Source: an optimization exercise on an open RTL-to-GDS flow (aim: small area, a short achievable clock period and few clock cycles per item). Production flows keep margins and buffers that such runs may drop.
RTL that was checked went through simulation tests only; none was proved equivalent to the original.
For runs 4 and 5, only the layout was checked, not whether the RTL still works.

[design.v]
module lidar_flat_point_selector #(
	parameter int COORD_WIDTH = 24
) (
	input  logic                          clk,
	input  logic                          arst_n,
	input  logic                          cfg_we,
	input  logic                          cfg_index,
	input  logic [53:0]                   cfg_data,
	input  logic                          points_valid,
	output logic                          points_ready,
	input  logic signed [COORD_WIDTH-1:0] points_point_x,
	input  logic signed [COORD_WIDTH-1:0] points_point_y,
	input  logic signed [COORD_WIDTH-1:0] points_point_z,
	input  logic [15:0]                   points_intensity,
	input  logic                          points_point_valid,
	input  logic                          points_frame_start,
	output logic                          features_valid,
	input  logic                          features_ready,
	output logic signed [COORD_WIDTH-1:0] features_feature_x,
	output logic signed [COORD_WIDTH-1:0] features_feature_y,
	output logic signed [COORD_WIDTH-1:0] features_feature_z,
	output logic [15:0]                   features_feature_intensity,
	output logic [53:0]                   features_curvature
);
	localparam int CW  = COORD_WIDTH;
	localparam int DW  = CW + 3;       
	localparam int MW  = DW - 1;       
	localparam int PW  = 3 * CW + 16;  
	localparam int AW  = 32;           
	localparam int QW  = AW - 2;       
	localparam logic [53:0] THRESH_RESET = 54'd1049;
	localparam logic [7:0]  STRIDE_RESET = 8'd1;
	logic [53:0] thresh_q;
	logic [7:0]  stride_q;
	always_ff @(posedge clk or negedge arst_n) begin
		if (!arst_n) begin
			thresh_q <= THRESH_RESET;
			stride_q <= STRIDE_RESET;
		end else if (cfg_we) begin
			if (cfg_index == 1'b0)
				thresh_q <= cfg_data;
			else
				stride_q <= cfg_data[7:0];
		end
	end
	logic tsmall;
	logic thi;
	assign tsmall = (thresh_q[53:12] == '0);
	assign thi    = (thresh_q[53:14] != '0);
	logic          ready_q;    
	logic          kv_q;       
	logic [PW-1:0] k_pt_q;     
	logic          k_keep_q;
	logic          k_fs_q;
	logic          ev_q;       
	logic          s1v_q;      
	logic          sh_q;       
	logic          ov_q;       
	logic          busy_q;     
	logic          fin_q;      
	logic [DW-1:0] a_q [0:2];           
	logic [CW-1:0] w_q [0:2][1:4];
	logic [15:0]   wi_q [1:4];
	logic [2:0]    fill_q;
	logic [7:0]    cnt_q;
	logic [13:0]   s1_s_q, s1_c_q;      
	logic          s1_small_q;
	logic [PW-1:0] o_pt_q;     
	logic [53:0]   o_curv_q;
	logic          in_keep;
	logic          accept;
	logic          src_v;
	logic [PW-1:0] src_pt;
	logic          src_keep;
	logic          src_fs;
	logic [PW-1:0] in_pt;
	assign in_pt   = {points_intensity, points_point_z, points_point_y, points_point_x};
	assign in_keep = points_point_valid &&
	                 !(points_point_x == '0 && points_point_y == '0 && points_point_z == '0);
	assign accept  = points_valid && ready_q;
	assign src_v    = kv_q || accept;
	assign src_pt   = kv_q ? k_pt_q   : in_pt;
	assign src_keep = kv_q ? k_keep_q : in_keep;
	assign src_fs   = kv_q ? k_fs_q   : points_frame_start;
	logic o_take;      
	logic s1_out;      
	logic s1_load;     
	logic w_take;      
	logic proc;        
	logic w_shift;     
	assign o_take  = !ov_q || features_ready;
	assign s1_out  = s1v_q && (s1_small_q || tsmall) && o_take;
	assign s1_load = ev_q && !s1v_q ? 1'b1 : (ev_q && s1_out && tsmall);
	assign w_take  = tsmall ? ((!ev_q || s1_load) && !(s1v_q && sh_q && !s1_out)) :
	                          (!ev_q && !s1v_q);
	assign proc    = src_v && w_take;
	assign w_shift = proc && src_keep;
	logic kv_next;
	logic ev_next;
	assign kv_next = kv_q ? !proc : (accept && !proc);
	always_ff @(posedge clk or negedge arst_n) begin
		if (!arst_n) begin
			kv_q    <= 1'b0;
			ready_q <= 1'b1;
		end else begin
			kv_q    <= kv_next;
			ready_q <= !kv_next && (tsmall || !ev_next);
		end
	end
	assign points_ready = ready_q;
	logic       full;
	logic       eval;
	logic [7:0] cnt_inc;
	logic       cnt_wrap;
	logic [7:0] cnt_next;
	assign full     = !src_fs && (fill_q == 3'd4);
	assign eval     = src_keep && full && (cnt_q == 8'd0);
	assign cnt_inc  = cnt_q + 8'd1;
	assign cnt_wrap = ({1'b0, cnt_q} + 9'd1 >= {1'b0, stride_q});  
	assign cnt_next = cnt_wrap ? 8'd0 : cnt_inc;
	always_comb begin
		if (proc && eval)
			ev_next = 1'b1;
		else if (tsmall ? s1_load : (fin_q || s1_out))
			ev_next = 1'b0;
		else
			ev_next = ev_q;
	end
	always_ff @(posedge clk or negedge arst_n) begin
		if (!arst_n) begin
			fill_q <= '0;
			cnt_q  <= '0;
			ev_q   <= 1'b0;
		end else begin
			if (proc) begin
				if (src_fs) begin
					fill_q <= {2'b00, src_keep};
					cnt_q  <= 8'd0;
				end else if (src_keep && !full) begin
					fill_q <= fill_q + 3'd1;
				end else if (src_keep) begin
					cnt_q  <= cnt_next;
				end
			end
			ev_q <= ev_next;
		end
	end
	genvar ga;
	generate
		for (ga = 0; ga < 3; ga = ga + 1) begin : g_w
			logic [DW-1:0] o1, o2, o3, o4;
			logic [DW-1:0] s1a, c1a, s2a, c2a;
			logic [DW-1:0] a_next;
			assign o1 = {{3{w_q[ga][1][CW-1]}}, w_q[ga][1]};
			assign o2 = {{3{w_q[ga][2][CW-1]}}, w_q[ga][2]};
			assign o3 = ~{w_q[ga][3][CW-1], w_q[ga][3], 2'b00};
			assign o4 = {{3{w_q[ga][4][CW-1]}}, w_q[ga][4]};
			assign s1a = o1 ^ o2 ^ o4;
			assign c1a = {((o1 & o2) | (o1 & o4) | (o2 & o4)), 1'b0};
			assign s2a = s1a ^ c1a ^ o3;
			assign c2a = {((s1a & c1a) | (s1a & o3) | (c1a & o3)), 1'b0};
			assign a_next = s2a + c2a + 27'd1;
			always_ff @(posedge clk) begin
				if (w_shift) begin
					a_q[ga]    <= a_next;
					w_q[ga][1] <= w_q[ga][2];
					w_q[ga][2] <= w_q[ga][3];
					w_q[ga][3] <= w_q[ga][4];
					w_q[ga][4] <= src_pt[ga*CW +: CW];
				end
			end
		end
	endgenerate
	always_ff @(posedge clk) begin
		if (w_shift) begin
			wi_q[1] <= wi_q[2];
			wi_q[2] <= wi_q[3];
			wi_q[3] <= wi_q[4];
			wi_q[4] <= src_pt[3*CW +: 16];
		end
	end
	logic [DW-1:0] d [0:2];
	logic          d_small [0:2];
	logic [MW-1:0] d_mag1 [0:2];    
	logic          d_sgn [0:2];
	logic [12:0]   sq [0:2];        
	generate
		for (ga = 0; ga < 3; ga = ga + 1) begin : g_d
			assign d[ga]       = a_q[ga] + {{3{w_q[ga][4][CW-1]}}, w_q[ga][4]};
			assign d_small[ga] = (d[ga][DW-1:6] == '0) || (d[ga][DW-1:6] == '1);
			assign d_sgn[ga]   = d[ga][DW-1];
			assign d_mag1[ga]  = d[ga][MW-1:0] ^ {MW{d[ga][DW-1]}};
			always_comb begin
				case (d[ga][6:0])
				7'd0: sq[ga] = 13'd0;
				7'd1: sq[ga] = 13'd1;
				7'd2: sq[ga] = 13'd4;
				7'd3: sq[ga] = 13'd9;
				7'd4: sq[ga] = 13'd16;
				7'd5: sq[ga] = 13'd25;
				7'd6: sq[ga] = 13'd36;
				7'd7: sq[ga] = 13'd49;
				7'd8: sq[ga] = 13'd64;
				7'd9: sq[ga] = 13'd81;
				7'd10: sq[ga] = 13'd100;
				7'd11: sq[ga] = 13'd121;
				7'd12: sq[ga] = 13'd144;
				7'd13: sq[ga] = 13'd169;
				7'd14: sq[ga] = 13'd196;
				7'd15: sq[ga] = 13'd225;
				7'd16: sq[ga] = 13'd256;
				7'd17: sq[ga] = 13'd289;
				7'd18: sq[ga] = 13'd324;
				7'd19: sq[ga] = 13'd361;
				7'd20: sq[ga] = 13'd400;
				7'd21: sq[ga] = 13'd441;
				7'd22: sq[ga] = 13'd484;
				7'd23: sq[ga] = 13'd529;
				7'd24: sq[ga] = 13'd576;
				7'd25: sq[ga] = 13'd625;
				7'd26: sq[ga] = 13'd676;
				7'd27: sq[ga] = 13'd729;
				7'd28: sq[ga] = 13'd784;
				7'd29: sq[ga] = 13'd841;
				7'd30: sq[ga] = 13'd900;
				7'd31: sq[ga] = 13'd961;
				7'd32: sq[ga] = 13'd1024;
				7'd33: sq[ga] = 13'd1089;
				7'd34: sq[ga] = 13'd1156;
				7'd35: sq[ga] = 13'd1225;
				7'd36: sq[ga] = 13'd1296;
				7'd37: sq[ga] = 13'd1369;
				7'd38: sq[ga] = 13'd1444;
				7'd39: sq[ga] = 13'd1521;
				7'd40: sq[ga] = 13'd1600;
				7'd41: sq[ga] = 13'd1681;
				7'd42: sq[ga] = 13'd1764;
				7'd43: sq[ga] = 13'd1849;
				7'd44: sq[ga] = 13'd1936;
				7'd45: sq[ga] = 13'd2025;
				7'd46: sq[ga] = 13'd2116;
				7'd47: sq[ga] = 13'd2209;
				7'd48: sq[ga] = 13'd2304;
				7'd49: sq[ga] = 13'd2401;
				7'd50: sq[ga] = 13'd2500;
				7'd51: sq[ga] = 13'd2601;
				7'd52: sq[ga] = 13'd2704;
				7'd53: sq[ga] = 13'd2809;
				7'd54: sq[ga] = 13'd2916;
				7'd55: sq[ga] = 13'd3025;
				7'd56: sq[ga] = 13'd3136;
				7'd57: sq[ga] = 13'd3249;
				7'd58: sq[ga] = 13'd3364;
				7'd59: sq[ga] = 13'd3481;
				7'd60: sq[ga] = 13'd3600;
				7'd61: sq[ga] = 13'd3721;
				7'd62: sq[ga] = 13'd3844;
				7'd63: sq[ga] = 13'd3969;
				7'd64: sq[ga] = 13'd4096;
				7'd65: sq[ga] = 13'd3969;
				7'd66: sq[ga] = 13'd3844;
				7'd67: sq[ga] = 13'd3721;
				7'd68: sq[ga] = 13'd3600;
				7'd69: sq[ga] = 13'd3481;
				7'd70: sq[ga] = 13'd3364;
				7'd71: sq[ga] = 13'd3249;
				7'd72: sq[ga] = 13'd3136;
				7'd73: sq[ga] = 13'd3025;
				7'd74: sq[ga] = 13'd2916;
				7'd75: sq[ga] = 13'd2809;
				7'd76: sq[ga] = 13'd2704;
				7'd77: sq[ga] = 13'd2601;
				7'd78: sq[ga] = 13'd2500;
				7'd79: sq[ga] = 13'd2401;
				7'd80: sq[ga] = 13'd2304;
				7'd81: sq[ga] = 13'd2209;
				7'd82: sq[ga] = 13'd2116;
				7'd83: sq[ga] = 13'd2025;
				7'd84: sq[ga] = 13'd1936;
				7'd85: sq[ga] = 13'd1849;
				7'd86: sq[ga] = 13'd1764;
				7'd87: sq[ga] = 13'd1681;
				7'd88: sq[ga] = 13'd1600;
				7'd89: sq[ga] = 13'd1521;
				7'd90: sq[ga] = 13'd1444;
				7'd91: sq[ga] = 13'd1369;
				7'd92: sq[ga] = 13'd1296;
				7'd93: sq[ga] = 13'd1225;
				7'd94: sq[ga] = 13'd1156;
				7'd95: sq[ga] = 13'd1089;
				7'd96: sq[ga] = 13'd1024;
				7'd97: sq[ga] = 13'd961;
				7'd98: sq[ga] = 13'd900;
				7'd99: sq[ga] = 13'd841;
				7'd100: sq[ga] = 13'd784;
				7'd101: sq[ga] = 13'd729;
				7'd102: sq[ga] = 13'd676;
				7'd103: sq[ga] = 13'd625;
				7'd104: sq[ga] = 13'd576;
				7'd105: sq[ga] = 13'd529;
				7'd106: sq[ga] = 13'd484;
				7'd107: sq[ga] = 13'd441;
				7'd108: sq[ga] = 13'd400;
				7'd109: sq[ga] = 13'd361;
				7'd110: sq[ga] = 13'd324;
				7'd111: sq[ga] = 13'd289;
				7'd112: sq[ga] = 13'd256;
				7'd113: sq[ga] = 13'd225;
				7'd114: sq[ga] = 13'd196;
				7'd115: sq[ga] = 13'd169;
				7'd116: sq[ga] = 13'd144;
				7'd117: sq[ga] = 13'd121;
				7'd118: sq[ga] = 13'd100;
				7'd119: sq[ga] = 13'd81;
				7'd120: sq[ga] = 13'd64;
				7'd121: sq[ga] = 13'd49;
				7'd122: sq[ga] = 13'd36;
				7'd123: sq[ga] = 13'd25;
				7'd124: sq[ga] = 13'd16;
				7'd125: sq[ga] = 13'd9;
				7'd126: sq[ga] = 13'd4;
				7'd127: sq[ga] = 13'd1;
				default: sq[ga] = 13'd0;
				endcase
			end
		end
	endgenerate
	always_ff @(posedge clk or negedge arst_n) begin
		if (!arst_n) begin
			s1v_q <= 1'b0;
			sh_q  <= 1'b0;
		end else begin
			if (s1_load)
				s1v_q <= 1'b1;
			else if (s1_out || fin_q)
				s1v_q <= 1'b0;
			if (s1_load)
				sh_q <= w_shift;
			else if (w_shift)
				sh_q <= 1'b1;
		end
	end
	always_ff @(posedge clk) begin
		if (s1_load) begin
			s1_s_q     <= {1'b0, sq[0] ^ sq[1] ^ sq[2]};
			s1_c_q     <= {((sq[0] & sq[1]) | (sq[0] & sq[2]) | (sq[1] & sq[2])), 1'b0};
			s1_small_q <= d_small[0] && d_small[1] && d_small[2];
		end
	end
	logic [PW-1:0] centre;
	assign centre = sh_q ? {wi_q[1], w_q[2][1], w_q[1][1], w_q[0][1]} :
	                       {wi_q[2], w_q[2][2], w_q[1][2], w_q[0][2]};
	logic [13:0] curv_fast;
	logic        flat_fast;
	assign curv_fast = s1_s_q + s1_c_q;
	assign flat_fast = s1_small_q && (thi || (curv_fast < thresh_q[13:0]));
	logic [4:0]    sc_q;
	logic [2:0]    sg_q;
	logic          start;
	logic          sc0;
	logic [MW-1:0] r [0:2];
	logic [QW-1:0] acc_s, acc_c;
	logic          acc_ci;
	assign start  = !tsmall && s1v_q && !s1_small_q && !ov_q && !busy_q && !fin_q;
	assign sc0    = (sc_q == 5'd0);
	assign r[0]   = k_pt_q[0*MW +: MW];
	assign r[1]   = k_pt_q[1*MW +: MW];
	assign r[2]   = k_pt_q[2*MW +: MW];
	assign acc_s  = o_pt_q[0 +: QW];
	assign acc_c  = o_pt_q[QW +: QW];
	assign acc_ci = o_pt_q[2*QW];
	logic [AW-1:0] row [0:2];
	generate
		for (ga = 0; ga < 3; ga = ga + 1) begin : g_row
			assign row[ga] = sc0 ?
			                 ({{(AW-MW-3){1'b0}}, sg_q[ga] ? {r[ga], 1'b1} : {(MW+1){1'b0}}, 2'b00}) :
			                 ({{(AW-MW-1){1'b0}}, r[ga][0] ? {r[ga][MW-1:1], 2'b01} : {(MW+1){1'b0}}});
		end
	endgenerate
	logic [AW-1:0] x0, x1, x2, x3, x4;
	logic [AW-1:0] t1s, t1c, t2s, t2c, t3s, t3c;
	logic [2:0]    lo;
	assign x0  = {2'b00, acc_s};
	assign x1  = {2'b00, acc_c};
	assign x2  = row[0];
	assign x3  = row[1];
	assign x4  = row[2];
	assign t1s = x0 ^ x1 ^ x2;
	assign t1c = {((x0 & x1) | (x0 & x2) | (x1 & x2)), 1'b0};
	assign t2s = t1s ^ t1c ^ x3;
	assign t2c = {((t1s & t1c) | (t1s & x3) | (t1c & x3)), 1'b0};
	assign t3s = t2s ^ t2c ^ x4;
	assign t3c = {((t2s & t2c) | (t2s & x4) | (t2c & x4)), 1'b0};
	assign lo  = {1'b0, t3s[1:0]} + {1'b0, t3c[1:0]} + {2'b00, acc_ci};
	always_ff @(posedge clk or negedge arst_n) begin
		if (!arst_n) begin
			busy_q <= 1'b0;
			fin_q  <= 1'b0;
			sc_q   <= '0;
		end else begin
			if (start) begin
				busy_q <= 1'b1;
				sc_q   <= '0;
			end else if (busy_q) begin
				sc_q <= sc_q + 5'd1;
				if (sc_q == 5'd27) begin
					busy_q <= 1'b0;
					fin_q  <= 1'b1;
				end
			end
			if (fin_q)
				fin_q <= 1'b0;
		end
	end
	always_ff @(posedge clk) begin
		if (start)
			sg_q <= {d_sgn[2], d_sgn[1], d_sgn[0]};
	end
	always_ff @(posedge clk) begin
		if (start)
			k_pt_q[3*MW-1:0] <= {d_mag1[2], d_mag1[1], d_mag1[0]};
		else if (busy_q) begin
			if (!sc0)
				k_pt_q[3*MW-1:0] <= {r[2] >> 1, r[1] >> 1, r[0] >> 1};
		end else if (!kv_q) begin
			k_pt_q <= in_pt;
		end
		if (!kv_q) begin
			k_keep_q <= in_keep;
			k_fs_q   <= points_frame_start;
		end
	end
	logic flat_slow;
	assign flat_slow = (o_curv_q < thresh_q);
	always_ff @(posedge clk or negedge arst_n) begin
		if (!arst_n)
			ov_q <= 1'b0;
		else if (fin_q)
			ov_q <= flat_slow;
		else if (o_take)
			ov_q <= s1_out && flat_fast;
	end
	always_ff @(posedge clk) begin
		if (start)
			o_pt_q[2*QW:0] <= '0;
		else if (busy_q)
			o_pt_q[2*QW:0] <= {lo[2], t3c[AW-1:2], t3s[AW-1:2]};
		else if (fin_q || s1_out)
			o_pt_q[2*QW:0] <= centre[2*QW:0];
		if (fin_q || s1_out)
			o_pt_q[PW-1:2*QW+1] <= centre[PW-1:2*QW+1];
		if (busy_q)
			o_curv_q <= {lo[1:0], o_curv_q[53:2]};
		else if (s1_out)
			o_curv_q <= {40'd0, curv_fast};
	end
	assign features_valid             = ov_q;
	assign features_feature_x         = o_pt_q[0*CW +: CW];
	assign features_feature_y         = o_pt_q[1*CW +: CW];
	assign features_feature_z         = o_pt_q[2*CW +: CW];
	assign features_feature_intensity = o_pt_q[3*CW +: 16];
	assign features_curvature         = o_curv_q;
endmodule
[run.sh]
#!/bin/bash
# synth_recipe.tcl (not shown) runs the flow's synth.tcl, then flattens the netlist and writes it again
# the make line also repeats each setting of config.mk as NAME=value (left out here)
make -C /OpenROAD-flow-scripts/flow DESIGN_CONFIG=/design/flow/config.mk WORK_HOME=/design/flow/orfs CLKGATE_MAP_FILE= SYNTH_SCRIPT=/design/flow/synth_recipe.tcl finish
[config.mk]
export PLATFORM = sky130hd
export DESIGN_NAME = lidar_flat_point_selector
export DESIGN_NICKNAME = lidar_flat_point_selector
export VERILOG_FILES = /design/flow/design.v
export SDC_FILE = /design/flow/constraint.sdc
export NUM_CORES = 4
export LEC_CHECK = 0
export CAP_MARGIN = 20
export CORE_MARGIN = 2
export CORE_UTILIZATION = 60
export SETUP_SLACK_MARGIN = 5
export SLEW_MARGIN = 20
[constraint.sdc]
create_clock -name core_clock -period 9.5 [get_ports {clk}]
set_input_delay 1.9000 -clock core_clock [delete_from_list [all_inputs] [get_ports {clk}]]
set_output_delay 1.9000 -clock core_clock [all_outputs]
set_load 0.01 [all_outputs]
==> reports/metrics.cfg, run 1 <==
[route]
drtIter0Drc=3845
route.vias.total=35900
ant_nets=0
drc=0
vias_per_cell=6.11
wl_per_cell_microns=24.5
firstDrtPassIters=9
wirelength_microns=144000

[setup_path]
ff2ff_setup_slack_ns=5.08
endpoint_kind=flop
timing.rr.start=w_q[3][7]$_DFFE_PP_
cp.required_ns=9.91
critPathKind=input pin to flop
timing.critical_path.buf_inv=4
crit_arrival_ns=4.97
r2r_cells=13
worstPathCellList=clkdlybuf4s15_1 > nor4_4 > nand4_1 > or4_4 > o21ai_4 > nor2_4 > a21oi_4 > nor2_4 > clkbuf_16 > buf_12 > buf_16
cp_slowest_stage_delay_ns=0.66
critPathTopFamily=simple AND/OR/NAND/NOR gates
crit_path_frequent_cell=nor2_4
cpMaxStageDelayCell=or4_4
cp-start-kind=input pin
cp_max_fo=8
rr_endpoint=s1_small_q$_DFFE_PP_

[floorplan]
initial_utilization_pct=60.6
core_area_sq_um=80500
io_pins=294
die_x_microns=289
dieHeight_microns=289
dieArea_sq_um=83700
rows=104

[min_path]
holdPathEnd=wi_q[2][1]$_DFFE_PP_
hp-start=wi_q[3][1]$_DFFE_PP_
hp-class=flop to flop
hold_depth=0

[cts]
cts_htree_levels=3
postCtsHoldBufs=0
cts.sinks=779
cts-root-buf=clkbuf_16
cts_tree=done
cts_buffers=85
clkLatencyLatePin_ns=0.65
clock_path_buffers=3
clkTransAtPathRegs_ns=0.06

[global_routing]
grt_pass1_wl_microns=212000
grt-ovfl-total=0
grt_antenna_before_repair=11
grt_usage_pct=34.0
first_global_vias=34400
grt_max_degree=108

[synth]
avgSynthCellArea_sq_um=11.0
synth_seq_cells=779
seq_area_frac_synth_pct=45.8
ys_types=78
synth_warnings=11
syn_area_sq_um=48800
syn_inst=4443
syn_nets=5112
ys_async_sr_fraction_pct=11.0
synth_edf_count=630
synthFlopType=edfxtp_1

[sta]
setup_violations=0
clock_skew_ns=0.0261
finalWorstSetupSlack_ns=4.95
slew_headroom_pct=25.6
worstMarginPinSlew_ns=1.12
final.min_clock_period_ns=4.55
slew_viol_final=0
finalHoldViolations=0
fmaxAchievable_ghz=0.220
holdWs_ns=0.417
period_share_pct=47.9
grt_setup_unrepaired=yes

[run]
max_cap_violations=0

[cells_and_area]
layout.nets=5414
syn_to_final_growth_pct=17.4
finalNonFillerCells=5879
drive_above_1_share_pct=10.4
layout.cells.most_common=edfxtp_1
final_area_sq_um=57300
most-common-layout-cells=630 x edfxtp_1, 487 x inv_1, 312 x nor2_1, 290 x a21oi_1, 278 x clkdlybuf4s50_1

[placed_design]
dpl_cell_area_sq_um=52900
pre_cts_slack_ns=2.51
dp_cells=5654
routabilityCongestion=0.967
dp_hpwl_microns=103000
io_buffers=293

[status]
status=finished clean

metal layers:
metal / up-vias / wire length [microns] / track usage, %
li1: 16500 / - / -
met1: 17600 / 57800 / 46.3
met2: 1528 / 66100 / 53.0
met3: 311 / 12800 / 6.87
met4: 8 / 7210 / 15.0
met5: - / 46 / 0
flip-flops by register name, summed over array words and instances (netlist names), 3 cells and up:
signal	cells
a_q	81
s1_c_q	12
o_pt_q	88
k_pt_q	88
o_curv_q	54
sc_q	5
fill_q	3
thresh_q	54
wi_q	64
w_q	288
sg_q	3
cnt_q	8
stride_q	8
s1_s_q	12
worst max-delay path by stage:
stage	from	end	cells after the start
6_report	points_point_z[6]	w_q[3][20]$_DFFE_PP_	11
5_1_grt	w_q[3][2]$_DFFE_PP_	a_q[0][24]$_DFFE_PP_	18
4_1_cts	points_point_z[6]	w_q[3][18]$_DFFE_PP_	11
3_5_place_dp	points_point_y[4]	w_q[3][14]$_DFFE_PP_	10
3_3_place_gp	points_point_y[4]	w_q[3][17]$_DFFE_PP_	10
2_1_floorplan	features_ready	ready_q$_DFF_PN1_	7
worst reg2reg max path: cells and delay by family, from the launching register on:
kind	cells	cell delay (ns)
AND/OR/NAND/NOR	5	1.94
AO/OA/AOI/OAI	6	1.31
flip-flops	1	0.48
adder cells (fa/ha/maj)	1	0.41
XOR/XNOR	1	0.13
synth_stat cells (all sizes together), types with 63 or more instances:
master / instances / area, sq um
edfxtp: 630 / 18900
mux2: 138 / 1550
xnor2: 178 / 1570
a22oi: 102 / 766
a21oi: 304 / 1530
clkbuf: 175 / 657
a21o: 86 / 646
ha: 275 / 3440
dfrtp: 80 / 2000
o21ai: 300 / 1510
fa: 244 / 4880
inv: 489 / 1840
nor2: 317 / 1190
mux2i: 63 / 631
dfxtp: 63 / 1260
nand2: 207 / 777
repair_timing:
item,CTS,global route
endpoints found under the setup margin,470,497
buffers inserted,18,19
pin swaps,16,30
endpoints found under the hold margin,0,0
resized for setup,89,63
cloned,18,9
metrics by stage:
step / setup TNS [ns] / util (%)
finish: 0 / 71.2
CTS: 0 / 70.4
global route: 0 / 71.2
floorplan: -0.0629 / -
global placement: 0 / 65.6
detailed placement: 0 / 65.6
kinds of logic after synthesis:
kind of cell / synth area share (%)
compound gates: 14.1
simple gates: 9.16
flops: 45.8
buf+inv: 5.24
fa+ha+maj: 17.1
xor+xnor: 4.18
mux: 4.52
cell type report:
type                            count  area, sq um
Antenna cell                        5         12.5
Inverter                          490         1850
Clock buffer                      104         2290
Sequential cell                   779        22400
Tap cell                         1060         1330
Fill cell                        5900        23200
Timing Repair Buffer              402         4370
Multi-Input combinational cell   2987        24500
Clock inverter                     52          596
Testbench counts, summed over its fixed seeds: cycles 32,009, items 32,000.
==> run 2: changes to the inputs <==
--- a/config.mk
+++ b/config.mk
@@ -8,5 +8,5 @@
 export CAP_MARGIN = 20
 export CORE_MARGIN = 2
-export CORE_UTILIZATION = 60
+export CORE_UTILIZATION = 40
 export SETUP_SLACK_MARGIN = 5
 export SLEW_MARGIN = 20
==> run 2 against run 1 <==
  * Core utilization decreased by 23 points
  * Worst hold slack worse by 0.0026 ns
  * Routed wire length is 3.5% higher
  * Design area is 1.2% higher
  * Area after synthesis stayed put
  * Sequential share of layout area is 0.45 points lower
  * Critical endpoint is now w_q[3][15]$_DFFE_PP_
==> reports/metrics.cfg, run 2 <==
[cells_and_area]
reg_top3=w_q: 288 flops, k_pt_q: 88 flops, o_pt_q: 88 flops  ; unchanged
layout.cells.most_common=edfxtp_1  ; unchanged
drive_above_1_share_pct=10.6  ; was 10.4%
nFillCells=11100  ; was 5900
layout.nets=5411  ; was 5414
utilization_pct=47.8  ; was 71.2%
most-common-layout-cells=630 x edfxtp_1, 484 x inv_1, 314 x nor2_1, 290 x a21oi_1, 280 x clkdlybuf4s50_1  ; was 630 x edfxtp_1, 487 x inv_1, 312 x nor2_1, 290 x a21oi_1, 278 x clkdlybuf4s50_1
largest_reg_flops=288  ; unchanged
syn_to_final_growth_pct=18.8  ; was 17.4%
multi_input_area_sq_um=24600  ; was 24500 sq um
top_register=w_q  ; unchanged
seqCellArea_sq_um=22400  ; unchanged

[floorplan]
rows=128  ; was 104
dieHeight_microns=353  ; was 289 microns
initial_utilization_pct=40.2  ; was 60.6%
die_x_microns=353  ; was 289 microns
io_pins=294  ; unchanged
core_area_sq_um=121000  ; was 80500 sq um
dieArea_sq_um=125000  ; was 83700 sq um

[synth]
synth_warnings=11  ; unchanged
syn_inst=4443  ; unchanged
seq_area_frac_synth_pct=45.8  ; unchanged
synth_edf_count=630  ; unchanged
ys_async_sr_fraction_pct=11.0  ; unchanged
avgSynthCellArea_sq_um=11.0  ; unchanged
yosysTopAreaCellShare_pct=38.7  ; unchanged
yosys.area.top_type=edfxtp_1  ; unchanged
ys_types=78  ; unchanged
synth_most_common_cell=edfxtp_1  ; unchanged
synthFlopType=edfxtp_1  ; unchanged
syn_nets=5112  ; unchanged
syn_area_sq_um=48800  ; unchanged
synthTopCellsByCount=630 x edfxtp_1, 488 x inv_1, 317 x nor2_1  ; unchanged
synthTopCellsByArea=edfxtp_1 39%, fa_1 10%, ha_1 7.0%, dfrtp_1 4.1%, inv_1 3.8%  ; unchanged
synth_seq_cells=779  ; unchanged

[placed_design]
io_buffers=293  ; unchanged
dp_hpwl_microns=109000  ; was 103000 microns
routabilityCongestion=0.896  ; was 0.967
pre_cts_slack_ns=2.59  ; was 2.51 ns

[global_routing]
grt_max_degree=108  ; unchanged
grt_antenna_before_repair=21  ; was 11
grt_usage_pct=23.2  ; was 34.0%
grt-ovfl-total=0  ; unchanged
first_global_vias=34200  ; was 34400
grt_pass1_wl_microns=219000  ; was 212000 microns

[sta]
holdWs_ns=0.414  ; was 0.417 ns
final.min_clock_period_ns=4.52  ; was 4.55 ns
grt_setup_unrepaired=yes  ; unchanged
worstMarginPinSlew_ns=1.13  ; was 1.12 ns
slew_headroom_pct=24.0  ; was 25.6%
period_share_pct=47.6  ; was 47.9%
clock_skew_ns=0.0335  ; was 0.0261 ns
slew_viol_final=0  ; unchanged
fmaxAchievable_ghz=0.221  ; was 0.220 GHz
setup_violations=0  ; unchanged
finalHoldViolations=0  ; unchanged
finalWorstSetupSlack_ns=4.98  ; was 4.95 ns
setup-tns-final_ns=0  ; unchanged

[route]
ant_nets=0  ; unchanged
wl_per_cell_microns=23.1  ; was 24.5 microns
wirelength_microns=149000  ; was 144000 microns
firstDrtPassIters=6  ; was 9
route.vias.total=35600  ; was 35900
vias_per_cell=5.52  ; was 6.11
drc=0  ; unchanged
drtIter0Drc=3633  ; was 3845

[setup_path]
cp_slowest_stage_delay_ns=0.72  ; was 0.66 ns
crit_arrival_ns=4.93  ; was 4.97 ns
cpMaxStageDelayCell=nor4_1  ; was or4_4
crit_path_frequent_cell=buf_16  ; was nor2_4
cp_max_fo=22  ; was 8
timing.critical_path.buf_inv=4  ; unchanged
cp.required_ns=9.92  ; was 9.91 ns
critPathTopFamily=simple AND/OR/NAND/NOR gates  ; unchanged
cp-start-kind=input pin  ; unchanged
endpoint_kind=flop  ; unchanged
critPathKind=input pin to flop  ; unchanged
worstPathCellList=clkdlybuf4s50_1 > nor4_1 > nand4_1 > o21ai_2 > nor2_1 > a21oi_2 > nor2_4 > buf_16 > buf_16 > buf_16  ; was clkdlybuf4s15_1 > nor4_4 > nand4_1 > or4_4 > o21ai_4 > nor2_4 > a21oi_4 > nor2_4 > clkbuf_16 > buf_12 > buf_16

[cts]
cts-root-buf=clkbuf_16  ; unchanged
clkLatencyLatePin_ns=0.69  ; was 0.65 ns
postCtsHoldBufs=0  ; unchanged
cts_htree_levels=3  ; unchanged
cts_tree=done  ; unchanged
clock_path_buffers=3  ; unchanged
cts.sinks=779  ; unchanged
cts_buffers=92  ; was 85
clkTransAtPathRegs_ns=0.06  ; about the same

[min_path]
hp-class=flop to flop  ; unchanged

[run]
max_cap_violations=0  ; unchanged

[status]
status=finished clean  ; unchanged

## run 2: cell counts after synthesis
Identical to the previous run, type by type.
## run 2: cell families after synthesis
kind of cell | share of synthesized area [%]
flip-flops | 45.8
buffers and inverters | 5.24
AO/OA/AOI/OAI | 14.1
AND/OR/NAND/NOR | 9.16
multiplexers | 4.52
adder cells (fa/ha/maj) | 17.1
XOR/XNOR | 4.18
## run 2: worst register-to-register path, cell delays in order, from the launching register on
cell and delay (ns):
edfxtp_1 0.48, ha_1 0.41, and4_2 0.32, nand2_1 0.12, nor3_2 0.25, o21ai_4 0.11
and3_1 0.21, xnor2_1 0.19, or4_1 0.54, or4_1 0.48, or4_1 0.49, nand4b_1 0.24
o31ai_4 0.17, o211a_4 0.30
## run 2: stage by stage
step,cells,instance area (sq um)
2_1_floorplan,4443,48800
3_3_place_gp,6217,53600
3_5_place_dp,6217,53600
4_1_cts,6410,57300
5_1_grt,6450,58000
6_report,6455,58000
## run 2: timing repair
item,in CTS,in global routing
setup buffers,10,33
gates cloned,10,2
setup endpoints to repair,460,208
hold endpoints to repair,0,0
pin swaps,11,39
resized for setup,60,74
## run 2: per-layer routing
metal  track usage (%)  part of all wire [%]  vias to the layer above
met5                 0                 0.026                        -
met1              32.2                    43                    17600
met3              4.62                   8.7                      211
met4              7.78                   3.1                        8
li1                  -                     -                    16500
met2              36.3                    45                     1323
## run 2: final cells by class
type | count | share of cell area, %
diodes | 9 | 0.0388
clock buffers | 124 | 4.37
clock inverters | 49 | 1.06
inverters | 490 | 3.18
multi-input cells | 2986 | 42.4
flip-flops and latches | 779 | 38.5
well taps | 1625 | 3.51
repair buffers | 393 | 6.94
## run 2: final timing paths
kind                                             from                  endpoint  slack (ns)  cells past startpoint
min in group asynchronous                      arst_n  thresh_q[19]$_DFFE_PN0P_        1.13                      1
worst min register to register  wi_q[4][13]$_DFFE_PP_     wi_q[3][13]$_DFFE_PP_        0.41                      0
worst min-delay path            wi_q[4][13]$_DFFE_PP_     wi_q[3][13]$_DFFE_PP_        0.41                      0
worst max-delay path                points_point_y[7]      w_q[3][15]$_DFFE_PP_        4.98                     10
max in group asynchronous                      arst_n  thresh_q[35]$_DFFE_PN0P_        7.21                      2
worst max register to register   w_q[3][11]$_DFFE_PP_      s1_small_q$_DFFE_PP_        5.03                     13
==> run 3: changes to the inputs <==
==> flow/run.sh (new file) <==
#!/bin/bash
# Standard layout, with timing repair aimed 6.0 ns below the clock period.
set -euo pipefail
bash standard.sh SETUP_SLACK_MARGIN=6.0 finish > standard_flow.log 2>&1
==> standard.sh (new file) <==
#!/bin/bash
# synth_recipe.tcl (not shown) runs the flow's synth.tcl, then flattens the netlist and writes it again
# the make line also repeats each setting of config.mk as NAME=value (left out here)
make -C /OpenROAD-flow-scripts/flow DESIGN_CONFIG=/design/flow/config.mk WORK_HOME=/design/flow/orfs CLKGATE_MAP_FILE= SYNTH_SCRIPT=/design/flow/synth_recipe.tcl "${@:-finish}"
--- a/config.mk
+++ b/config.mk
@@ -9,4 +9,3 @@
 export CORE_MARGIN = 2
 export CORE_UTILIZATION = 40
-export SETUP_SLACK_MARGIN = 5
 export SLEW_MARGIN = 20
removed: run.sh
==> run 3 against run 2 <==
  * Clock skew is 0.013 ns higher
  * Design area increased by 13%
  * Setup slack better by 0.097 ns
  * Critical endpoint is now w_q[9][19]$_DFFE_PP_
  * Largest cell class unchanged
==> reports/metrics.cfg, run 3 <==
[cells_and_area]
top_register=w_q  ; unchanged
nFillCells=10300  ; was 11100
syn_to_final_growth_pct=34.8  ; was 18.8%
most-common-layout-cells=630 x edfxtp_1, 441 x inv_1, 303 x nor2_1, 235 x ha_1, 203 x fa_1  ; was 630 x edfxtp_1, 484 x inv_1, 314 x nor2_1, 290 x a21oi_1, 280 x clkdlybuf4s50_1
drive_above_1_share_pct=25.7  ; was 10.6%
layout.nets=5764  ; was 5411
largest_reg_flops=288  ; unchanged
reg_top3=w_q: 288 flops, k_pt_q: 88 flops, o_pt_q: 88 flops  ; unchanged
layout.cells.most_common=edfxtp_1  ; unchanged

[synth]
synth_warnings=11  ; unchanged
yosysTopAreaCellShare_pct=38.7  ; unchanged
yosys.area.top_type=edfxtp_1  ; unchanged
ys_types=78  ; unchanged
ys_async_sr_fraction_pct=11.0  ; unchanged
synthTopCellsByArea=edfxtp_1 39%, fa_1 10%, ha_1 7.0%, dfrtp_1 4.1%, inv_1 3.8%  ; unchanged
synth_most_common_cell=edfxtp_1  ; unchanged
avgSynthCellArea_sq_um=11.0  ; unchanged
synth_seq_cells=779  ; unchanged
synthFlopType=edfxtp_1  ; unchanged
seq_area_frac_synth_pct=45.8  ; unchanged
syn_nets=5112  ; unchanged
syn_area_sq_um=48800  ; unchanged
synth_edf_count=630  ; unchanged
syn_inst=4443  ; unchanged
synthTopCellsByCount=630 x edfxtp_1, 488 x inv_1, 317 x nor2_1  ; unchanged

[sta]
slew_viol_final=0  ; unchanged
final.min_clock_period_ns=4.42  ; was 4.52 ns
clock_skew_ns=0.0468  ; was 0.0335 ns
grt_setup_unrepaired=yes  ; unchanged
finalHoldViolations=0  ; unchanged
setup_violations=0  ; unchanged
period_share_pct=46.5  ; was 47.6%
worstMarginPinSlew_ns=1.18  ; was 1.13 ns
holdWs_ns=0.418  ; was 0.414 ns
slew_headroom_pct=21.2  ; was 24.0%
fmaxAchievable_ghz=0.226  ; was 0.221 GHz
setup-tns-final_ns=0  ; unchanged

[setup_path]
worstPathCellList=buf_8 > nor4_4 > buf_4 > nand4_1 > or4_4 > o21ai_4 > nor2_2 > a21oi_2 > nor2_4 > buf_12 > buf_16 > buf_12 > buf_12 > buf_16  ; was clkdlybuf4s50_1 > nor4_1 > nand4_1 > o21ai_2 > nor2_1 > a21oi_2 > nor2_4 > buf_16 > buf_16 > buf_16
timing.rr.start=w_q[3][7]$_DFFE_PP_  ; was w_q[3][11]$_DFFE_PP_
worstSetupStartpoint=points_point_z[18]  ; was points_point_y[7]
cp-start-kind=input pin  ; unchanged
endpoint_kind=flop  ; unchanged
cp.required_ns=9.95  ; was 9.92 ns
critPathKind=input pin to flop  ; unchanged
ff2ff_setup_slack_ns=5.24  ; was 5.03 ns
cp_slowest_stage_delay_ns=0.63  ; was 0.72 ns
r2r_cells=16  ; was 13
cpMaxStageDelayCell=or4_4  ; was nor4_1
crit_path_frequent_cell=buf_12  ; was buf_16
crit_arrival_ns=4.87  ; was 4.93 ns
cp_max_fo=5  ; was 22

[cts]
clock_path_buffers=3  ; unchanged
clkLatencyLatePin_ns=0.70  ; was 0.69 ns
postCtsHoldBufs=0  ; unchanged
cts_htree_levels=3  ; unchanged
cts.sinks=779  ; unchanged
cts_tree=done  ; unchanged
cts-root-buf=clkbuf_16  ; unchanged
clkTransAtPathRegs_ns=0.06  ; about the same
cts_buffers=90  ; was 92

[floorplan]
die_x_microns=353  ; unchanged
initial_utilization_pct=40.2  ; unchanged
dieHeight_microns=353  ; unchanged
dieArea_sq_um=125000  ; unchanged
rows=128  ; unchanged
core_area_sq_um=121000  ; unchanged
io_pins=294  ; unchanged

[global_routing]
grt_pass1_wl_microns=239000  ; was 219000 microns
first_global_vias=37100  ; was 34200
grt_max_degree=196  ; was 108
grt_usage_pct=25.5  ; was 23.2%
grt-ovfl-total=0  ; unchanged
grt_antenna_before_repair=8  ; was 21

[route]
wirelength_microns=167000  ; was 149000 microns
vias_per_cell=5.61  ; was 5.52
route.vias.total=38100  ; was 35600
wl_per_cell_microns=24.5  ; was 23.1 microns
drtIter0Drc=3513  ; was 3633
drc=0  ; unchanged
firstDrtPassIters=8  ; was 6
ant_nets=0  ; unchanged

[min_path]
hp-start=wi_q[3][13]$_DFFE_PP_  ; was wi_q[4][13]$_DFFE_PP_
hp-class=flop to flop  ; unchanged
hold_depth=0  ; unchanged

[run]
max_cap_violations=0  ; unchanged

[placed_design]
io_buffers=293  ; unchanged
dp_hpwl_microns=110000  ; was 109000 microns
routabilityCongestion=0.945  ; was 0.896

[status]
status=finished clean  ; unchanged

[run 3: cell types whose count changed in the layout (fill, tap and decap cells not counted), moves of 40 or more]
cell and delta:
a21oi_2 +84, dlygate4sd2_1 +127, a21oi_1 -94, inv_2 +41, buf_12 +40, buf_4 +106, o21ai_0 -54, inv_1 -43
buf_16 +78, xnor2_2 +42, clkdlybuf4s50_1 -155, buf_6 +97, xnor2_1 -64
[run 3: through the flow]
step	std cells	util [%]	setup WS [ns]	instance area (sq um)
2_1_floorplan	4443	-	-0.0629	49200
3_5_place_dp	6218	44.4	3.07	53900
3_3_place_gp	6218	44.4	2.97	53900
4_1_cts	6682	51.7	5.16	62800
5_1_grt	6793	54.2	5.10	65800
6_report	6796	54.2	5.08	65800
[run 3: layer usage]
layer	global-route usage [%]	share of wire [%]
met5	0	0.014
met4	12.3	5.4
met3	6.24	9.0
met2	40.3	46
met1	32.8	39
[run 3: cell families (layout without fill, tap and decap cells)]
family                   count (synthesis)  in the layout  share of synthesized area [%]
AO/OA/AOI/OAI                         1095           1096                           14.1
AND/OR/NAND/NOR                        937            941                           9.16
flip-flops                             779            779                           45.8
buffers and inverters                  679           1395                           5.24
adder cells (fa/ha/maj)                519            519                           17.1
XOR/XNOR                               232            234                           4.18
multiplexers                           202            202                           4.52
other                                    0              5                              0
[run 3: area by class of cell]
type | count | area [sq um] | share of cell area, %
clock inverters | 51 | 546 | 0.829
flip-flops and latches | 779 | 22400 | 34.0
well taps | 1625 | 2030 | 3.09
inverters | 490 | 1860 | 2.83
clock buffers | 112 | 2410 | 3.66
multi-input cells | 2992 | 27400 | 41.6
repair buffers | 741 | 9120 | 13.9
repair inverters | 1 | 20.0 | 0.0304
diodes | 5 | 12.5 | 0.0190
[run 3: worst max-delay path, delay by kind of cell]
| kind | cells | cell delay (ns) |
|---|---|---|
| AO/OA/AOI/OAI | 2 | 0.44 |
| buffers and inverters | 7 | 1.01 |
| AND/OR/NAND/NOR | 5 | 1.49 |
[run 3: what timing repair did]
item,4_1_cts,5_1_grt
resized for setup,675,455
gates cloned,87,24
setup endpoints to repair,863,725
pin swaps,224,221
setup buffers,214,85
[run 3: worst paths after layout]
| check | endpoint |
|---|---|
| min reg2reg | wi_q[2][13]$_DFFE_PP_ |
| min in group asynchronous | thresh_q[34]$_DFFE_PN0P_ |
| max reg2reg | s1_small_q$_DFFE_PP_ |
| max in group asynchronous | kv_q$_DFF_PN0_ |
| min | wi_q[2][13]$_DFFE_PP_ |
| max | w_q[9][19]$_DFFE_PP_ |
==> run 4: changes to the inputs <==
--- a/design.v
+++ b/design.v
@@ -62,8 +62,10 @@
 	logic [CW-1:0] w_q [0:2][1:4];
 	logic [15:0]   wi_q [1:4];
+	logic          kq_q;                
 	logic [2:0]    fill_q;
 	logic [7:0]    cnt_q;
 	logic [13:0]   s1_s_q, s1_c_q;      
-	logic          s1_small_q;
+	logic [17:0]   s1_rng_q;            
+	logic          s1_small;
 	logic [PW-1:0] o_pt_q;     
 	logic [53:0]   o_curv_q;
@@ -90,10 +92,10 @@
 	logic w_shift;     
 	assign o_take  = !ov_q || features_ready;
-	assign s1_out  = s1v_q && (s1_small_q || tsmall) && o_take;
+	assign s1_out  = s1v_q && (s1_small || tsmall) && o_take;
 	assign s1_load = ev_q && !s1v_q ? 1'b1 : (ev_q && s1_out && tsmall);
 	assign w_take  = tsmall ? ((!ev_q || s1_load) && !(s1v_q && sh_q && !s1_out)) :
 	                          (!ev_q && !s1v_q);
 	assign proc    = src_v && w_take;
-	assign w_shift = proc && src_keep;
+	assign w_shift = proc && kq_q;
 	logic kv_next;
 	logic ev_next;
@@ -132,5 +134,8 @@
 			cnt_q  <= '0;
 			ev_q   <= 1'b0;
+			kq_q   <= 1'b0;
 		end else begin
+			if (proc)
+				kq_q <= src_keep;
 			if (proc) begin
 				if (src_fs) begin
@@ -149,16 +154,13 @@
 	generate
 		for (ga = 0; ga < 3; ga = ga + 1) begin : g_w
-			logic [DW-1:0] o1, o2, o3, o4;
-			logic [DW-1:0] s1a, c1a, s2a, c2a;
+			logic [DW-1:0] o1, o2, o3;
+			logic [DW-1:0] s1a, c1a;
 			logic [DW-1:0] a_next;
 			assign o1 = {{3{w_q[ga][1][CW-1]}}, w_q[ga][1]};
 			assign o2 = {{3{w_q[ga][2][CW-1]}}, w_q[ga][2]};
 			assign o3 = ~{w_q[ga][3][CW-1], w_q[ga][3], 2'b00};
-			assign o4 = {{3{w_q[ga][4][CW-1]}}, w_q[ga][4]};
-			assign s1a = o1 ^ o2 ^ o4;
-			assign c1a = {((o1 & o2) | (o1 & o4) | (o2 & o4)), 1'b0};
-			assign s2a = s1a ^ c1a ^ o3;
-			assign c2a = {((s1a & c1a) | (s1a & o3) | (c1a & o3)), 1'b0};
-			assign a_next = s2a + c2a + 27'd1;
+			assign s1a = o1 ^ o2 ^ o3;
+			assign c1a = {((o1 & o2) | (o1 & o3) | (o2 & o3)), 1'b0};
+			assign a_next = s1a + c1a + 27'd1;
 			always_ff @(posedge clk) begin
 				if (w_shift) begin
@@ -167,6 +169,7 @@
 					w_q[ga][2] <= w_q[ga][3];
 					w_q[ga][3] <= w_q[ga][4];
-					w_q[ga][4] <= src_pt[ga*CW +: CW];
 				end
+				if (proc)
+					w_q[ga][4] <= src_pt[ga*CW +: CW];
 			end
 		end
@@ -177,18 +180,23 @@
 			wi_q[2] <= wi_q[3];
 			wi_q[3] <= wi_q[4];
-			wi_q[4] <= src_pt[3*CW +: 16];
 		end
+		if (proc)
+			wi_q[4] <= src_pt[3*CW +: 16];
 	end
 	logic [DW-1:0] d [0:2];
-	logic          d_small [0:2];
-	logic [MW-1:0] d_mag1 [0:2];    
+	logic [5:0]    d_rng [0:2];
 	logic          d_sgn [0:2];
 	logic [12:0]   sq [0:2];        
 	generate
 		for (ga = 0; ga < 3; ga = ga + 1) begin : g_d
-			assign d[ga]       = a_q[ga] + {{3{w_q[ga][4][CW-1]}}, w_q[ga][4]};
-			assign d_small[ga] = (d[ga][DW-1:6] == '0) || (d[ga][DW-1:6] == '1);
+			logic [DW-1:0] e3, e4, es, ec;
+			assign e3 = {{3{w_q[ga][3][CW-1]}}, w_q[ga][3]};
+			assign e4 = {{3{w_q[ga][4][CW-1]}}, w_q[ga][4]};
+			assign es = a_q[ga] ^ e3 ^ e4;
+			assign ec = {((a_q[ga] & e3) | (a_q[ga] & e4) | (e3 & e4)), 1'b0};
+			assign d[ga]       = es + ec;
+			assign d_rng[ga]   = {(d[ga][26:20] == '1), (d[ga][19:13] == '1), (d[ga][12:6] == '1),
+			                      (d[ga][26:20] == '0), (d[ga][19:13] == '0), (d[ga][12:6] == '0)};
 			assign d_sgn[ga]   = d[ga][DW-1];
-			assign d_mag1[ga]  = d[ga][MW-1:0] ^ {MW{d[ga][DW-1]}};
 			always_comb begin
 				case (d[ga][6:0])
@@ -345,5 +353,5 @@
 			s1_s_q     <= {1'b0, sq[0] ^ sq[1] ^ sq[2]};
 			s1_c_q     <= {((sq[0] & sq[1]) | (sq[0] & sq[2]) | (sq[1] & sq[2])), 1'b0};
-			s1_small_q <= d_small[0] && d_small[1] && d_small[2];
+			s1_rng_q   <= {d_rng[2], d_rng[1], d_rng[0]};
 		end
 	end
@@ -351,8 +359,15 @@
 	assign centre = sh_q ? {wi_q[1], w_q[2][1], w_q[1][1], w_q[0][1]} :
 	                       {wi_q[2], w_q[2][2], w_q[1][2], w_q[0][2]};
+	generate
+		for (ga = 0; ga < 3; ga = ga + 1) begin : g_small
+			logic ok;
+			assign ok = (&s1_rng_q[6*ga +: 3]) || (&s1_rng_q[6*ga+3 +: 3]);
+		end
+	endgenerate
+	assign s1_small = g_small[0].ok && g_small[1].ok && g_small[2].ok;
 	logic [13:0] curv_fast;
 	logic        flat_fast;
 	assign curv_fast = s1_s_q + s1_c_q;
-	assign flat_fast = s1_small_q && (thi || (curv_fast < thresh_q[13:0]));
+	assign flat_fast = s1_small && (thi || (curv_fast < thresh_q[13:0]));
 	logic [4:0]    sc_q;
 	logic [2:0]    sg_q;
@@ -360,7 +375,8 @@
 	logic          sc0;
 	logic [MW-1:0] r [0:2];
+	logic [MW-1:0] m [0:2];
 	logic [QW-1:0] acc_s, acc_c;
 	logic          acc_ci;
-	assign start  = !tsmall && s1v_q && !s1_small_q && !ov_q && !busy_q && !fin_q;
+	assign start  = !tsmall && s1v_q && !s1_small && !ov_q && !busy_q && !fin_q;
 	assign sc0    = (sc_q == 5'd0);
 	assign r[0]   = k_pt_q[0*MW +: MW];
@@ -373,7 +389,8 @@
 	generate
 		for (ga = 0; ga < 3; ga = ga + 1) begin : g_row
+			assign m[ga]   = r[ga] ^ {MW{sg_q[ga]}};
 			assign row[ga] = sc0 ?
-			                 ({{(AW-MW-3){1'b0}}, sg_q[ga] ? {r[ga], 1'b1} : {(MW+1){1'b0}}, 2'b00}) :
-			                 ({{(AW-MW-1){1'b0}}, r[ga][0] ? {r[ga][MW-1:1], 2'b01} : {(MW+1){1'b0}}});
+			                 ({{(AW-MW-3){1'b0}}, sg_q[ga] ? {m[ga], 1'b1} : {(MW+1){1'b0}}, 2'b00}) :
+			                 ({{(AW-MW-1){1'b0}}, m[ga][0] ? {m[ga][MW-1:1], 2'b01} : {(MW+1){1'b0}}});
 		end
 	endgenerate
@@ -419,8 +436,8 @@
 	always_ff @(posedge clk) begin
 		if (start)
-			k_pt_q[3*MW-1:0] <= {d_mag1[2], d_mag1[1], d_mag1[0]};
+			k_pt_q[3*MW-1:0] <= {d[2][MW-1:0], d[1][MW-1:0], d[0][MW-1:0]};
 		else if (busy_q) begin
 			if (!sc0)
-				k_pt_q[3*MW-1:0] <= {r[2] >> 1, r[1] >> 1, r[0] >> 1};
+				k_pt_q[3*MW-1:0] <= {sg_q[2], r[2][MW-1:1], sg_q[1], r[1][MW-1:1], sg_q[0], r[0][MW-1:1]};
 		end else if (!kv_q) begin
 			k_pt_q <= in_pt;
==> run.sh (new file) <==
#!/bin/bash
# synth_recipe.tcl (not shown) runs the flow's synth.tcl, then flattens the netlist and writes it again
# the make line also repeats each setting of config.mk as NAME=value (left out here)
make -C /OpenROAD-flow-scripts/flow DESIGN_CONFIG=/design/flow/config.mk WORK_HOME=/design/flow/orfs CLKGATE_MAP_FILE= SYNTH_SCRIPT=/design/flow/synth_recipe.tcl finish
--- a/config.mk
+++ b/config.mk
@@ -9,3 +9,4 @@
 export CORE_MARGIN = 2
 export CORE_UTILIZATION = 40
+export SETUP_SLACK_MARGIN = 5
 export SLEW_MARGIN = 20
removed: flow/run.sh
removed: standard.sh
==> run 4 against run 3 <==
  * Global-route usage is 2.5 points lower
  * Clock skew down 0.0053 ns
  * Via count is 5.5% lower
  * Flip-flop and latch count rose by 18
  * Core utilization fell by 7.3 points
  * Routed wire length down 9.5%
  * Die area increased by 3.3%
  * Maximum frequency decreased by 3.0%
  * Setup slack lost 0.14 ns
==> reports/metrics.cfg, run 4 <==
[synth]
synthFlopType=edfxtp_1  ; unchanged
yosysTopAreaCellShare_pct=38.5  ; was 38.7%
syn_area_sq_um=50500  ; was 48800 sq um
ys_types=93  ; was 78
syn_inst=4616  ; was 4443
synth_most_common_cell=edfxtp_1  ; unchanged
synthTopCellsByCount=647 x edfxtp_1, 631 x inv_1, 359 x ha_1  ; was 630 x edfxtp_1, 488 x inv_1, 317 x nor2_1
syn_nets=5378  ; was 5112
synthTopCellsByArea=edfxtp_1 39%, fa_1 10%, ha_1 8.9%, inv_1 4.7%, dfrtp_1 4.0%  ; was edfxtp_1 39%, fa_1 10%, ha_1 7.0%, dfrtp_1 4.1%, inv_1 3.8%
synth_edf_count=647  ; was 630
synth_warnings=11  ; unchanged
yosys.area.top_type=edfxtp_1  ; unchanged
ys_async_sr_fraction_pct=10.9  ; was 11.0%
avgSynthCellArea_sq_um=10.9  ; was 11.0 sq um
seq_area_frac_synth_pct=45.3  ; was 45.8%
synth_seq_cells=797  ; was 779

[placed_design]
routabilityCongestion=0.920  ; was 0.945
dp_hpwl_microns=114000  ; was 110000 microns
io_buffers=293  ; unchanged
pre_cts_slack_ns=2.79  ; was 3.07 ns
dpl_cell_area_sq_um=55300  ; was 53900 sq um

[cells_and_area]
nFillCells=11500  ; was 10300
most-common-layout-cells=647 x edfxtp_1, 630 x inv_1, 359 x ha_1, 341 x nand2_1, 299 x nor2_1  ; was 630 x edfxtp_1, 441 x inv_1, 303 x nor2_1, 235 x ha_1, 203 x fa_1
seqCellArea_sq_um=22900  ; was 22400 sq um
drive_above_1_share_pct=8.36  ; was 25.7%
reg_top3=w_q: 288 flops, k_pt_q: 88 flops, o_pt_q: 88 flops  ; unchanged
layout.nets=5643  ; was 5764
multi_input_area_sq_um=24800  ; was 27400 sq um
largest_reg_flops=288  ; unchanged
syn_to_final_growth_pct=16.6  ; was 34.8%
top_register=w_q  ; unchanged
layout.cells.most_common=edfxtp_1  ; unchanged
final_area_sq_um=58800  ; was 65800 sq um

[sta]
setup_violations=0  ; unchanged
grt_setup_unrepaired=no  ; was yes
setup-tns-final_ns=0  ; unchanged
fmaxAchievable_ghz=0.219  ; was 0.226 GHz
period_share_pct=48.0  ; was 46.5%
worstMarginPinSlew_ns=1.11  ; was 1.18 ns
holdWs_ns=0.415  ; was 0.418 ns
finalWorstSetupSlack_ns=4.94  ; was 5.08 ns
finalHoldViolations=0  ; unchanged
final.min_clock_period_ns=4.56  ; was 4.42 ns
slew_headroom_pct=25.4  ; was 21.2%
clock_skew_ns=0.0416  ; was 0.0468 ns
slew_viol_final=0  ; unchanged

[global_routing]
grt_pass1_wl_microns=224000  ; was 239000 microns
grt_antenna_before_repair=9  ; was 8
first_global_vias=34900  ; was 37100
grt-ovfl-total=0  ; unchanged
grt_usage_pct=23.0  ; was 25.5%
grt_max_degree=161  ; was 196

[floorplan]
initial_utilization_pct=40.2  ; about the same
die_x_microns=359  ; was 353 microns
io_pins=294  ; unchanged
rows=130  ; was 128
dieArea_sq_um=129000  ; was 125000 sq um
dieHeight_microns=359  ; was 353 microns
core_area_sq_um=125000  ; was 121000 sq um

[setup_path]
critPathKind=input pin to flop  ; unchanged
endpoint_kind=flop  ; unchanged
cpMaxStageDelayCell=nand4_1  ; was or4_4
cp_max_fo=5  ; unchanged
crit_arrival_ns=5.12  ; was 4.87 ns
cp_slowest_stage_delay_ns=0.64  ; was 0.63 ns
cp.required_ns=10.06  ; was 9.95 ns
cp-start-kind=input pin  ; unchanged
critPathTopFamily=simple AND/OR/NAND/NOR gates  ; unchanged
timing.critical_path.buf_inv=1  ; was 7
worstPathCellList=dlygate4sd2_1 > nor4_4 > nand4_1 > nor4_4 > a211oi_4 > o21ai_1 > a211o_2 > a311o_2 > nor2_1 > o21ai_1 > o41ai_2  ; was buf_8 > nor4_4 > buf_4 > nand4_1 > or4_4 > o21ai_4 > nor2_2 > a21oi_2 > nor2_4 > buf_12 > buf_16 > buf_12 > buf_12 > buf_16

[cts]
clock_path_buffers=3  ; unchanged
cts.sinks=797  ; was 779
cts-root-buf=clkbuf_16  ; unchanged
cts_buffers=94  ; was 90
clkLatencyLatePin_ns=0.70  ; about the same
clkTransAtPathRegs_ns=0.06  ; about the same
cts_htree_levels=3  ; unchanged
cts_tree=done  ; unchanged

[route]
wl_per_cell_microns=22.8  ; was 24.5 microns
route.vias.total=36100  ; was 38100
drc=0  ; unchanged
vias_per_cell=5.45  ; was 5.61
firstDrtPassIters=7  ; was 8
ant_nets=0  ; unchanged
drtIter0Drc=3640  ; was 3513
wirelength_microns=151000  ; was 167000 microns

[status]
status=finished clean  ; unchanged

[run]
max_cap_violations=0  ; unchanged

[min_path]
hp-class=flop to flop  ; unchanged

run 4: cell count changes after synthesis, sizes merged, moves of 40 or more:
cell and delta:
xnor2 -63, inv +144, a21oi -42, o31ai +51, a211oi +52, a22o -40, ha +84, o21ai -80
nand2 +135, a22oi -45
run 4: routing by layer:
metal  global-route usage, %  routed length (microns)  vias to the layer above
met3                    5.39                    13500                      195
met1                    32.5                    66300                    17700
li1                        -                        -                    16800
met2                    34.9                    66600                     1297
met4                    6.92                     4360                        4
met5                       0                       26                        -
run 4: final timing paths:
check	depth (start not counted)	from	slack (ns)	end
worst min register to register	0	wi_q[4][15]$_DFFE_PP_	0.41	wi_q[3][15]$_DFFE_PP_
worst min-delay path	0	wi_q[4][15]$_DFFE_PP_	0.41	wi_q[3][15]$_DFFE_PP_
max in group asynchronous	2	arst_n	7.17	busy_q$_DFF_PN0_
worst max-delay path	11	points_point_z[18]	4.94	cnt_q[6]$_DFFE_PN0P_
min in group asynchronous	1	arst_n	1.14	stride_q[2]$_DFFE_PN0P_
worst max register to register	12	w_q[7][3]$_DFFE_PP_	5.12	s1_rng_q[8]$_DFFE_PP_
run 4: metrics by stage:
step,std cells,util (%)
4_1_cts,6609,46.8
2_1_floorplan,4616,-
3_5_place_dp,6425,44.1
6_report,6615,46.9
3_3_place_gp,6424,44.1
5_1_grt,6613,46.9
run 4: area by class of cell:
type / instances / share of cell area [%]
Inverter: 633 / 4.06
Sequential cell: 797 / 38.9
Timing Repair Buffer: 344 / 5.76
Antenna cell: 2 / 0.00851
Clock inverter: 50 / 1.06
Clock buffer: 128 / 4.50
Tap cell: 1650 / 3.51
Multi-Input combinational cell: 3011 / 42.2
run 4: worst register-to-register path: stages (launching register included):
cell	delay, ns
edfxtp_1	0.55
fa_1	0.52
ha_1	0.44
o211ai_1	0.21
o21ai_1	0.18
o311a_1	0.39
o41ai_2	0.39
a31oi_1	0.26
a211o_1	0.34
a31o_1	0.21
a21oi_1	0.17
xnor2_1	0.27
nor4b_4	0.28
run 4: timing repair:
item / in CTS / in global routing
gates cloned: 2 / 0
setup endpoints to repair: 323 / 255
resized for setup: 17 / 21
buffers inserted: 4 / 3
hold buffers: 0 / 0
pin swaps: 7 / 9
run 4: logic make-up after synthesis:
logic type / count (synthesis) / share of synthesized area, %
compound gates: 1009 / 13.1
xor+xnor: 166 / 2.90
fa+ha+maj: 612 / 18.9
buf+inv: 810 / 6.04
flops: 797 / 45.3
mux: 203 / 4.38
simple gates: 1019 / 9.34
==> run 5: changes to the inputs <==
==> flow/run.sh (new file) <==
#!/bin/bash
# Standard layout; timing repair aimed 6.0 ns below the clock period, and
# the port buffers are buf_1 cells (repair resizes those on critical paths).
set -euo pipefail
bash standard.sh SETUP_SLACK_MARGIN=6.0 "BUFFER_PORTS_ARGS=-buffer_cell sky130_fd_sc_hd__buf_1" finish > standard_flow.log 2>&1
==> standard.sh (new file) <==
#!/bin/bash
# synth_recipe.tcl (not shown) runs the flow's synth.tcl, then flattens the netlist and writes it again
# the make line also repeats each setting of config.mk as NAME=value (left out here)
make -C /OpenROAD-flow-scripts/flow DESIGN_CONFIG=/design/flow/config.mk WORK_HOME=/design/flow/orfs CLKGATE_MAP_FILE= SYNTH_SCRIPT=/design/flow/synth_recipe.tcl "${@:-finish}"
--- a/config.mk
+++ b/config.mk
@@ -9,4 +9,3 @@
 export CORE_MARGIN = 2
 export CORE_UTILIZATION = 40
-export SETUP_SLACK_MARGIN = 5
 export SLEW_MARGIN = 20
removed: run.sh
==> run 5 against run 4 <==
  * Routed wire length increased by 7.7%
  * Critical path depth increased by 6
  * Area after synthesis unchanged
  * Synthesized cell count unchanged
  * Critical endpoint is now s1_s_q[8]$_DFFE_PP_
  * Core utilization increased by 2.6 points
  * Largest cell class unchanged
  * Critical path type is now flop to flop
  * Cell count increased by 3.8%
  * Still clean
  * Highest routed layer unchanged
  * Register-to-register slack improved by 0.43 ns
  * Design area increased by 5.6%
==> reports/metrics.cfg, run 5 <==
[status]
status=finished clean  ; unchanged

[sta]
clock_skew_ns=0.0304  ; was 0.0416 ns
final.min_clock_period_ns=3.95  ; was 4.56 ns
grt_setup_unrepaired=yes  ; was no
setup-tns-final_ns=0  ; unchanged
worstMarginPinSlew_ns=1.23  ; was 1.11 ns
setup_violations=0  ; unchanged
finalHoldViolations=0  ; unchanged

[setup_path]
crit_path_frequent_cell=buf_6
timing.critical_path.buf_inv=5  ; was 1
cpMaxStageDelayCell=fa_1  ; was nand4_1
cp_slowest_stage_delay_ns=0.58  ; was 0.64 ns

[global_routing]
first_global_vias=36200  ; was 34900

[cells_and_area]
finalNonFillerCells=6867  ; was 6615
utilization_pct=49.5  ; was 46.9%
reg_top3=w_q: 288 flops, k_pt_q: 88 flops, o_pt_q: 88 flops  ; unchanged
drive_above_1_share_pct=19.2  ; was 8.36%
layout.nets=5895  ; was 5643
nFillCells=11200  ; was 11500

[route]
drtIter0Drc=3885  ; was 3640
route.vias.total=38200  ; was 36100
ant_nets=0  ; unchanged
vias_per_cell=5.56  ; was 5.45
firstDrtPassIters=6  ; was 7

[placed_design]
routabilityCongestion=0.940  ; was 0.920
io_buffers=293  ; unchanged

[cts]
cts_buffers=95  ; was 94
clkLatencyLatePin_ns=0.70  ; about the same
cts_tree=done  ; unchanged

[synth]
yosys.area.top_type=edfxtp_1  ; unchanged
synth_seq_cells=797  ; unchanged
synthTopCellsByArea=edfxtp_1 39%, fa_1 10%, ha_1 8.9%, inv_1 4.7%, dfrtp_1 4.0%  ; unchanged

[run]
max_cap_violations=0  ; unchanged

[floorplan]
dieHeight_microns=359  ; unchanged

run 5: cell counts after synthesis:
Identical to the previous run, type by type.
run 5: final timing paths:
path | cells past startpoint | slack (ns) | to | from
max | 17 | 5.55 | s1_s_q[8]$_DFFE_PP_ | w_q[2][1]$_DFFE_PP_
min | 0 | 0.42 | wi_q[3][7]$_DFFE_PP_ | wi_q[4][7]$_DFFE_PP_
max reg2reg | 17 | 5.55 | s1_s_q[8]$_DFFE_PP_ | w_q[2][1]$_DFFE_PP_
min reg2reg | 0 | 0.42 | wi_q[3][7]$_DFFE_PP_ | wi_q[4][7]$_DFFE_PP_
max in group asynchronous | 2 | 7.08 | busy_q$_DFF_PN0_ | arst_n
min in group asynchronous | 1 | 1.16 | thresh_q[1]$_DFFE_PN0P_ | arst_n
run 5: logic make-up after synthesis:
kind of cell / after synthesis / share of synthesized area, %
flops: 797 / 45.3
xor+xnor: 166 / 2.90
mux: 203 / 4.38
fa+ha+maj: 612 / 18.9
buf+inv: 810 / 6.04
compound gates: 1009 / 13.1
simple gates: 1019 / 9.34
run 5: area by class of cell:
cell class | count | area [sq um] | share of cell area, %
antenna | 5 | 12.5 | 0.0202
clock buffer | 123 | 2560 | 4.13
clock inverter | 53 | 577 | 0.929
inverter | 633 | 2410 | 3.89
multi-input combinational | 3017 | 27400 | 44.1
sequential | 797 | 22900 | 36.9
tap | 1650 | 2060 | 3.33
timing repair buffer | 589 | 4170 | 6.72
run 5: per-layer routing:
layer | track usage, % | vias to the layer above | part of all wire (%)
li1 | - | 17400 | -
met1 | 33.8 | 19000 | 43
met2 | 37.1 | 1469 | 45
met3 | 4.97 | 285 | 8.1
met4 | 7.94 | 20 | 3.8
met5 | 0 | - | 0.072
run 5: metrics by stage:
step / hold slack [ns] / cell area [sq um] / worst slack, ns
after CTS: 0.416 / 59900 / 5.57
final: 0.415 / 62100 / 5.55
after detailed placement: 0.405 / 53600 / 4.15
after floorplan: 0.400 / 50700 / 0.863
after global routing: 0.422 / 62100 / 5.45
after global placement: 0.401 / 53600 / 4.24
run 5: worst register-to-register path, stage by stage, from the launching register on:
cell      delay [ns]
edfxtp_1        0.42
buf_6           0.15
fa_1            0.58
ha_4            0.16
inv_2           0.04
fa_2            0.35
nor2b_2         0.15
o31a_1          0.26
buf_6           0.15
a21oi_4         0.04
buf_6           0.15
buf_8           0.13
a31oi_4         0.12
nor2_1          0.05
a21oi_1         0.11
a21oi_1         0.09
o21ai_2         0.23
fa_2            0.48
run 5: timing repair:
item                       CTS  global route
resized for setup          299           301
setup buffers              142            90
cloned                      16            12
pin swaps                  144           179
setup endpoints to repair  703           506

[static timing again, ports no longer ideal]
How much do the figures lean on ideal ports? The routed layouts below were timed once more, with nothing changed but the port constraints.
Step 1 sets driving cells, clkbuf_16 on the clock port and buf_2 on the other inputs (assumed; they add their load-dependent delay and slew).
Step 2 adds t to the input delays and takes it off the output delays; t is the mean of the earliest and latest rising clock arrival at the registers after step 1. Input paths then give back, and output paths get back, about the clock's delay inside the block.
Three values: ideal ports, drivers, drivers and shift; two values: the first two.
| run | shift t [ns] | setup WS [ns] | worst hold slack (ns) | worst setup path after step 2 | worst data-port slew with drivers (ns) |
|---|---|---|---|---|---|
| run 1 | 0.707 | 4.947 / 4.945 / 4.238 | 0.417 / 0.417 / 0.417 | input to register | 0.15 |
| run 2 | 0.750 | 4.983 / 5.013 / 4.263 | 0.414 / 0.414 / 0.414 | input to register | 0.14 |
| run 3 | 0.762 | 5.080 / 5.074 / 4.312 | 0.418 / 0.418 / 0.418 | input to register | 0.17 |
| run 4 | 0.754 | 4.941 / 4.998 / 4.244 | 0.415 / 0.415 / 0.415 | input to register | 0.15 |
| run 5 | 0.760 | 5.552 / 5.552 / 4.961 | 0.415 / 0.415 / 0.415 | input to register | 0.17 |
After both steps setup and hold are still met in every run listed. The setup slack of run 3, which loses most, moves by -0.006 ns with the drivers and by -0.768 ns with both steps.
